Background: an optimization exercise with open tools, aiming at small area. Do not read the settings as production practice. Where RTL was checked, it was by simulation tests only, not by an equivalence proof against the original. No activity file was given, so power comes from the tool's default toggle rates.

== branch sierra ==
==> flow/design.v (excerpt) <==
module classifier_top #(
  parameter int LANES       = 2,
  parameter int CYCLE_WIDTH = 32
) (
  input  logic                              clk,
  input  logic                              reset,
  input  logic                              start_i,
  input  logic                              img_valid_i,
  input  nn_pkg::img_id_t                   img_id_i,
  input  nn_pkg::neuron_id_t                img_label_i,
  input  logic                              training_mode_i,
  input  logic                              act_valid_i,
  input  nn_pkg::act_t       [LANES-1:0]    act_i,
  input  nn_pkg::neuron_id_t [LANES-1:0]    neuron_id_i,
  output logic                              img_ready_o,
  output logic                              result_valid_o,
  output logic                              correct_o,
  output logic [nn_pkg::NUM_LEDS-1:0]       led_o,
  output nn_pkg::count_t                    num_correct_train_o,
  output nn_pkg::count_t                    num_correct_test_o,
  output nn_pkg::epoch_t                    epoch_o,
  output logic [CYCLE_WIDTH-1:0]            active_cycles_o,
  output logic [CYCLE_WIDTH-1:0]            idle_cycles_o
);
Size in the first run: ~2000 cells after synthesis, about 190 I/O pins, about 0.016 mm^2 of cells after synthesis.
==> flow/config.mk <==
export PLATFORM = sky130hd
export DESIGN_NAME = classifier_top
export DESIGN_NICKNAME = classifier_top
export VERILOG_FILES = /design/flow/design.v
export SDC_FILE = /design/flow/constraint.sdc
export NUM_CORES = 4
export LEC_CHECK = 0
export ABC_AREA = 1
export CAP_MARGIN = 40
export CORE_MARGIN = 2
export CORE_UTILIZATION = 60
export SLEW_MARGIN = 30
export SYNTH_HIERARCHICAL = 1
==> flow/constraint.sdc <==
create_clock -name core_clock -period 10.0 [get_ports {clk}]
set_input_delay 2.0000 -clock core_clock [delete_from_list [all_inputs] [get_ports {clk}]]
set_output_delay 2.0000 -clock core_clock [all_outputs]
set_load 0.01 [all_outputs]
standard.sh (not shown) runs the stock make flow with config.mk's settings and CLKGATE_MAP_FILE= SYNTH_SCRIPT=/design/flow/synth_recipe.tcl, a recipe that flattens the netlist after the stock synthesis.
==> flow/flow/run.sh <==
#!/bin/bash
# Standard layout (standard synthesis, placement, routing) with these changes:
# the port buffers use the smallest buffer cell, and clock tree synthesis
# inserts no dummy loads and clusters up to 8 sinks per leaf buffer.
set -euo pipefail
CTS="-sink_clustering_enable -repair_clock_nets"
CTS="$CTS -buf_list {sky130_fd_sc_hd__clkbuf_4}"
CTS="$CTS -dont_use_dummy_load -sink_clustering_size 8 -sink_clustering_max_diameter 40"
bash standard.sh \
  "BUFFER_PORTS_ARGS=-buffer_cell sky130_fd_sc_hd__buf_1" \
  "CTS_ARGS=$CTS" \
  finish > standard_flow.log 2>&1
Input-level comparison between branch raven and branch sierra:
--- a/flow/design.v
+++ b/flow/design.v
@@ -143,19 +143,19 @@
     acts <= acts_next;
   end
   always_ff @(posedge clk) begin
     if (reset) begin
       complete <= 1'b0;
     end else begin
       complete <= beat && (neuron_id_i[1] == nn_pkg::neuron_id_t'(N - 1));
     end
   end
-  localparam int HI = 9;    
+  localparam int HI = 10;    
   logic [N-1:0]      cand_hi;
   logic [N-1:0]      cand_mid;    
   logic [N-1:0]      cand_lo;
   logic [HI-1:0]     mkey_hi;
   logic [HI-1:0]     mkey_mid;
   logic [W-HI-1:0]   mkey_lo;
   nn_pkg::act_t      max_v;
   logic              eq0;
   logic              eq1;
### Flow results
Minimum clock period up 0.27 ns in branch raven wrt branch sierra
branch raven against branch sierra; total power consumption of the routed design is up by a few percent.
Initial detailed-routing violation count (branch raven / branch sierra): 1.2
Taking branch sierra as the reference, in branch raven final area went up, via count picked up an extra 2.7%, post-synthesis net count rose by 14.
| total number of cells along the worst setup path | branch raven vs branch sierra | 1 higher |
Delta(synthesized instance count, branch raven - branch sierra) > 0
Compared with branch sierra, branch raven shows a lower count of clock-buffer cells in the layout.
The run showing the greater switching share of power is branch raven.
No functional check of the RTL was part of branch raven.

---

## P
The RTL this note starts from:
==> flow/design.v <==
package nn_pkg;
  localparam int PREC = 18;
  typedef logic signed [PREC-1:0] act_t;
  localparam int NUM_CLASSES = 10;
  localparam int NUM_LEDS    = 8;
  typedef logic [3:0]  neuron_id_t;
  typedef logic [16:0] img_id_t;
  typedef logic [16:0] count_t;
  typedef logic [9:0]  epoch_t;
  typedef enum logic [1:0] {
    ST_IDLE    = 2'd0,
    ST_COLLECT = 2'd1,
    ST_RANK    = 2'd2,
    ST_REPORT  = 2'd3
  } layer_state_e;
endpackage
module argmax_tree (
  input  logic [nn_pkg::NUM_CLASSES-1:0] cand_i,
  input  logic [nn_pkg::NUM_CLASSES-1:0] key_i,
  output logic                           nany_o
);
  assign nany_o = !(|(cand_i & key_i));
endmodule
module argmax_keep_odd (
  input  logic [nn_pkg::NUM_CLASSES-1:0] cand_i,
  input  logic [nn_pkg::NUM_CLASSES-1:0] key_i,
  input  logic                           nany_i,
  output logic [nn_pkg::NUM_CLASSES-1:0] elim_o
);
  assign elim_o = ~(cand_i & (key_i | {nn_pkg::NUM_CLASSES{nany_i}}));
endmodule
module argmax_any_even (
  input  logic [nn_pkg::NUM_CLASSES-1:0] elim_i,
  input  logic [nn_pkg::NUM_CLASSES-1:0] nkey_i,
  output logic                           nany_o
);
  assign nany_o = &(elim_i | nkey_i);
endmodule
module argmax_keep_even (
  input  logic [nn_pkg::NUM_CLASSES-1:0] elim_i,
  input  logic [nn_pkg::NUM_CLASSES-1:0] nkey_i,
  input  logic                           nany_i,
  output logic [nn_pkg::NUM_CLASSES-1:0] cand_o
);
  assign cand_o = ~(elim_i | (nkey_i & ~{nn_pkg::NUM_CLASSES{nany_i}}));
endmodule
module argmax_top_bit (
  input  logic [nn_pkg::NUM_CLASSES-1:0] key_i,
  output logic                           nany_o,
  output logic [nn_pkg::NUM_CLASSES-1:0] elim_o
);
  assign nany_o = !(|key_i);
  assign elim_o = ~(key_i | {nn_pkg::NUM_CLASSES{nany_o}});
endmodule
module classifier_top #(
  parameter int LANES       = 2,
  parameter int CYCLE_WIDTH = 32
) (
  input  logic                              clk,
  input  logic                              reset,
  input  logic                              start_i,
  input  logic                              img_valid_i,
  input  nn_pkg::img_id_t                   img_id_i,
  input  nn_pkg::neuron_id_t                img_label_i,
  input  logic                              training_mode_i,
  input  logic                              act_valid_i,
  input  nn_pkg::act_t       [LANES-1:0]    act_i,
  input  nn_pkg::neuron_id_t [LANES-1:0]    neuron_id_i,
  output logic                              img_ready_o,
  output logic                              result_valid_o,
  output logic                              correct_o,
  output logic [nn_pkg::NUM_LEDS-1:0]       led_o,
  output nn_pkg::count_t                    num_correct_train_o,
  output nn_pkg::count_t                    num_correct_test_o,
  output nn_pkg::epoch_t                    epoch_o,
  output logic [CYCLE_WIDTH-1:0]            active_cycles_o,
  output logic [CYCLE_WIDTH-1:0]            idle_cycles_o
);
  localparam int N      = nn_pkg::NUM_CLASSES;
  localparam int W      = nn_pkg::PREC;
  localparam int STAGES = 5;
  nn_pkg::layer_state_e state;
  nn_pkg::layer_state_e next_state;
  logic                 accept;
  logic                 collect;
  logic                 busy;
  logic                 complete;
  nn_pkg::neuron_id_t   ctx_label;
  logic                 ctx_training_mode;
  assign accept  = (state == nn_pkg::ST_IDLE) && img_valid_i && start_i;
  assign collect = (state == nn_pkg::ST_COLLECT);
  assign busy    = (state != nn_pkg::ST_IDLE);
  always_comb begin
    case (state)
      nn_pkg::ST_IDLE:    next_state = accept ? nn_pkg::ST_COLLECT : nn_pkg::ST_IDLE;
      nn_pkg::ST_COLLECT: next_state = complete ? nn_pkg::ST_RANK : nn_pkg::ST_COLLECT;
      nn_pkg::ST_RANK:    next_state = result_valid_o ? nn_pkg::ST_REPORT : nn_pkg::ST_RANK;
      nn_pkg::ST_REPORT:  next_state = nn_pkg::ST_IDLE;
      default:            next_state = nn_pkg::ST_IDLE;
    endcase
  end
  always_ff @(posedge clk) begin
    if (reset) begin
      state <= nn_pkg::ST_IDLE;
    end else begin
      state <= next_state;
    end
  end
  always_ff @(posedge clk) begin
    if (accept) begin
      ctx_label         <= img_label_i;
      ctx_training_mode <= training_mode_i;
    end
  end
  assign img_ready_o = !busy;
  nn_pkg::act_t [N-1:0] acts;
  logic                 beat;
  logic [N-1:0]         wr0;
  logic [N-1:0]         wr1;
  logic [N-1:0]         hold;
  assign beat = collect && act_valid_i;
  always_comb begin
    for (int k = 0; k < N; k++) begin
      wr1[k]  = beat && (neuron_id_i[1] == k);
      wr0[k]  = beat && (neuron_id_i[0] == k) && (neuron_id_i[1] != k);
      hold[k] = !(wr0[k] || wr1[k]);
    end
  end
  localparam nn_pkg::act_t FLIP = 18'h35555;
  nn_pkg::act_t [N-1:0] acts_next;
  nn_pkg::act_t         lane0;
  nn_pkg::act_t         lane1;
  assign lane0 = act_i[0] ^ FLIP;
  assign lane1 = act_i[1] ^ FLIP;
  always_comb begin
    for (int k = 0; k < N; k++) begin
      acts_next[k] = ({W{wr1[k]}}  & lane1) |
                     ({W{wr0[k]}}  & lane0) |
                     ({W{hold[k]}} & acts[k]);
    end
  end
  always_ff @(posedge clk) begin
    acts <= acts_next;
  end
  always_ff @(posedge clk) begin
    if (reset) begin
      complete <= 1'b0;
    end else begin
      complete <= beat && (neuron_id_i[1] == nn_pkg::neuron_id_t'(N - 1));
    end
  end
  localparam int HI = 8;    
  logic [N-1:0]      cand_hi;
  logic [N-1:0]      cand_mid;
  logic [N-1:0]      cand_lo;
  logic [HI-1:0]     mkey_hi;
  logic [HI-1:0]     mkey_mid;
  logic [W-HI-1:0]   mkey_lo;
  nn_pkg::act_t      max_v;
  logic              eq0;
  logic              eq1;
  logic [N-1:0]      match_q;
  logic [STAGES-1:0] vld;
  logic              label_hit;
  logic              other_hit;
  logic [N-1:0] ch [W:W-HI];
  logic [W-1:0] nany;
  assign ch[W] = '1;
  for (genvar i = W - 1; i >= 0; i--) begin : g_bit
    logic [N-1:0] bits;
    logic [N-1:0] prev;
    for (genvar k = 0; k < N; k++) begin : g_entry
      assign bits[k] = (i >= W - HI) ? acts_next[k][i] : acts[k][i];
    end
    if (i >= W - HI) begin : g_hi
      assign prev = ch[i+1];
    end else if (i == W - HI - 1) begin : g_first_lo
      assign prev = cand_mid;
    end else begin : g_lo
      assign prev = g_bit[i+1].next;
    end
    logic [N-1:0] next;
    if (i == W - 1) begin : g_top
      argmax_top_bit u_top (.key_i(bits), .nany_o(nany[i]), .elim_o(next));
    end else if (i % 2 == 1) begin : g_odd
      argmax_tree     u_any  (.cand_i(prev), .key_i(bits), .nany_o(nany[i]));
      argmax_keep_odd u_keep (.cand_i(prev), .key_i(bits), .nany_i(nany[i]), .elim_o(next));
    end else begin : g_even
      argmax_any_even  u_any  (.elim_i(prev), .nkey_i(bits), .nany_o(nany[i]));
      argmax_keep_even u_keep (.elim_i(prev), .nkey_i(bits), .nany_i(nany[i]), .cand_o(next));
    end
    if (i >= W - HI) begin : g_hi_out
      assign ch[i] = next;
    end
  end
  assign cand_hi = ch[W-HI];
  assign mkey_hi = ~nany[W-1:W-HI];
  assign mkey_lo = ~nany[W-HI-1:0];
  assign cand_lo = g_bit[0].next;
  always_ff @(posedge clk) begin
    cand_mid <= cand_hi;
    mkey_mid <= mkey_hi;
  end
  assign max_v = {!mkey_mid[HI-1], mkey_mid[HI-2:0], mkey_lo};
  assign eq0   = (act_i[0] == max_v);
  assign eq1   = (act_i[1] == max_v);
  always_ff @(posedge clk) begin
    if (collect || vld[STAGES-1]) begin
      for (int k = 0; k < N; k++) begin
        match_q[k] <= wr1[k] ? eq1 : (wr0[k] ? eq0 : cand_lo[k]);
      end
    end
  end
  always_ff @(posedge clk) begin
    if (reset) begin
      vld <= '0;
    end else begin
      vld <= {vld[STAGES-2:0], complete};
    end
  end
  always_comb begin
    label_hit = 1'b0;
    other_hit = 1'b0;
    for (int k = 0; k < N; k++) begin
      if (k == ctx_label) begin
        label_hit = match_q[k];
      end else begin
        other_hit = other_hit | match_q[k];
      end
    end
  end
  always_ff @(posedge clk) begin
    if (reset) begin
      result_valid_o <= 1'b0;
      correct_o      <= 1'b0;
      led_o          <= '0;
    end else begin
      result_valid_o <= vld[STAGES-1];
      if (vld[STAGES-1]) begin
        correct_o <= label_hit && !other_hit;
        led_o     <= match_q[nn_pkg::NUM_LEDS-1:0];
      end
    end
  end
  logic        prev_nz;
  logic        new_epoch;
  logic        id_zero;
  logic        hit;
  logic [10:0] ep_c;
  logic [9:0]  ep_s;
  logic [17:0] tr_c;
  logic [16:0] tr_s;
  logic [17:0] te_c;
  logic [16:0] te_s;
  assign id_zero = (img_id_i == '0);
  assign hit     = result_valid_o && correct_o;
  always_ff @(posedge clk) begin
    if (reset) begin
      prev_nz   <= 1'b0;
      new_epoch <= 1'b0;
    end else begin
      new_epoch <= accept && id_zero && prev_nz;
      if (accept) begin
        prev_nz <= !id_zero;
      end
    end
  end
  always_comb begin
    ep_c[0] = new_epoch;
    for (int i = 0; i < 10; i++) begin
      ep_s[i]   = epoch_o[i] ^ ep_c[i];
      ep_c[i+1] = epoch_o[i] & ep_c[i];
    end
    tr_c[0] = hit && ctx_training_mode;
    te_c[0] = hit && !ctx_training_mode;
    for (int i = 0; i < 17; i++) begin
      tr_s[i]   = num_correct_train_o[i] ^ tr_c[i];
      tr_c[i+1] = num_correct_train_o[i] & tr_c[i];
      te_s[i]   = num_correct_test_o[i] ^ te_c[i];
      te_c[i+1] = num_correct_test_o[i] & te_c[i];
    end
  end
  always_ff @(posedge clk) begin
    if (reset) begin
      epoch_o <= '0;
    end else begin
      epoch_o <= ep_s;
    end
  end
  always_ff @(posedge clk) begin
    if (reset || new_epoch) begin
      num_correct_train_o <= '0;
      num_correct_test_o  <= '0;
    end else begin
      num_correct_train_o <= tr_s;
      num_correct_test_o  <= te_s;
    end
  end
  logic                   clr;
  logic [CYCLE_WIDTH:0]   act_c;
  logic [CYCLE_WIDTH:0]   idl_c;
  logic [CYCLE_WIDTH-1:0] act_s;
  logic [CYCLE_WIDTH-1:0] idl_s;
  assign clr = reset || !start_i;
  always_comb begin
    act_c[0] = busy;
    idl_c[0] = !busy;
    for (int i = 0; i < CYCLE_WIDTH; i++) begin
      act_s[i]   = active_cycles_o[i] ^ act_c[i];
      act_c[i+1] = active_cycles_o[i] & act_c[i];
      idl_s[i]   = idle_cycles_o[i] ^ idl_c[i];
      idl_c[i+1] = idle_cycles_o[i] & idl_c[i];
    end
  end
  always_ff @(posedge clk) begin
    if (clr) begin
      active_cycles_o <= '0;
      idle_cycles_o   <= '0;
    end else begin
      active_cycles_o <= act_s;
      idle_cycles_o   <= idl_s;
    end
  end
endmodule
==> flow/config.mk <==
export PLATFORM = sky130hd
export DESIGN_NAME = classifier_top
export DESIGN_NICKNAME = classifier_top
export VERILOG_FILES = /design/flow/design.v
export SDC_FILE = /design/flow/constraint.sdc
export NUM_CORES = 4
export LEC_CHECK = 0
export ABC_AREA = 1
export CAP_MARGIN = 40
export CORE_MARGIN = 2
export CORE_UTILIZATION = 60
export SLEW_MARGIN = 30
export SYNTH_HIERARCHICAL = 1
==> flow/constraint.sdc <==
create_clock -name core_clock -period 10.0 [get_ports {clk}]
set_input_delay 2.0000 -clock core_clock [delete_from_list [all_inputs] [get_ports {clk}]]
set_output_delay 2.0000 -clock core_clock [all_outputs]
set_load 0.01 [all_outputs]
Scripts as last shown in full above: flow/flow/run.sh
Changes in Q relative to P:
-- flow/design.v --
<<< P, line 150
    end
  end
  localparam int HI = 8;    
  logic [N-1:0]      cand_hi;
  logic [N-1:0]      cand_mid;
>>> Q, line 150
    end
  end
  localparam int HI = 7;    
  logic [N-1:0]      cand_hi;
  logic [N-1:0]      cand_mid;
## What came out
- Synthesized instance count delta for Q relative to P: 9 lower
- Global-route wire length before repair: Q > P
- Looking at routed wire length, Q sits about 3.4% higher than P does.
- Detail-routed via count per cell grows slightly when moving from P to Q.
- Core util | Q vs P | Q higher
Only the layout flow was run in Q; the RTL was not checked for function there.

-- separate check: timing with driven ports --
How much do the figures lean on ideal ports? The routed layouts below were timed once more, with nothing changed but the port constraints. Step 1, drivers: a clkbuf_16 drives clk and a buf_2 each remaining input, both assumed. Step 2 adds t to the input delays and takes it off the output delays; t is the mean of the earliest and latest rising clock arrival at the registers after step 1. Input paths then give back, and output paths get back, about the clock's delay inside the block. Slacks: ideal ports / drivers / drivers and shift; pairs: ideal ports / drivers.
| run | t (ns) | setup WS [ns] | worst setup path at the end |
|---|---|---|---|
| branch sierra | 0.709 | 0.902 / 0.902 / 0.417 | input to register |
| branch raven | 0.742 | 0.634 / 0.631 / -0.112 | input to register |
| P | 0.738 | 1.033 / 1.032 / 0.930 | input to register |
| Q | 0.733 | 0.752 / 0.752 / 0.752 | register to register |
Met with ideal ports but missed after step 2: setup timing in branch raven. For branch raven, which loses most, drivers alone change the setup slack by -0.003 ns; drivers and shift together by -0.746 ns.
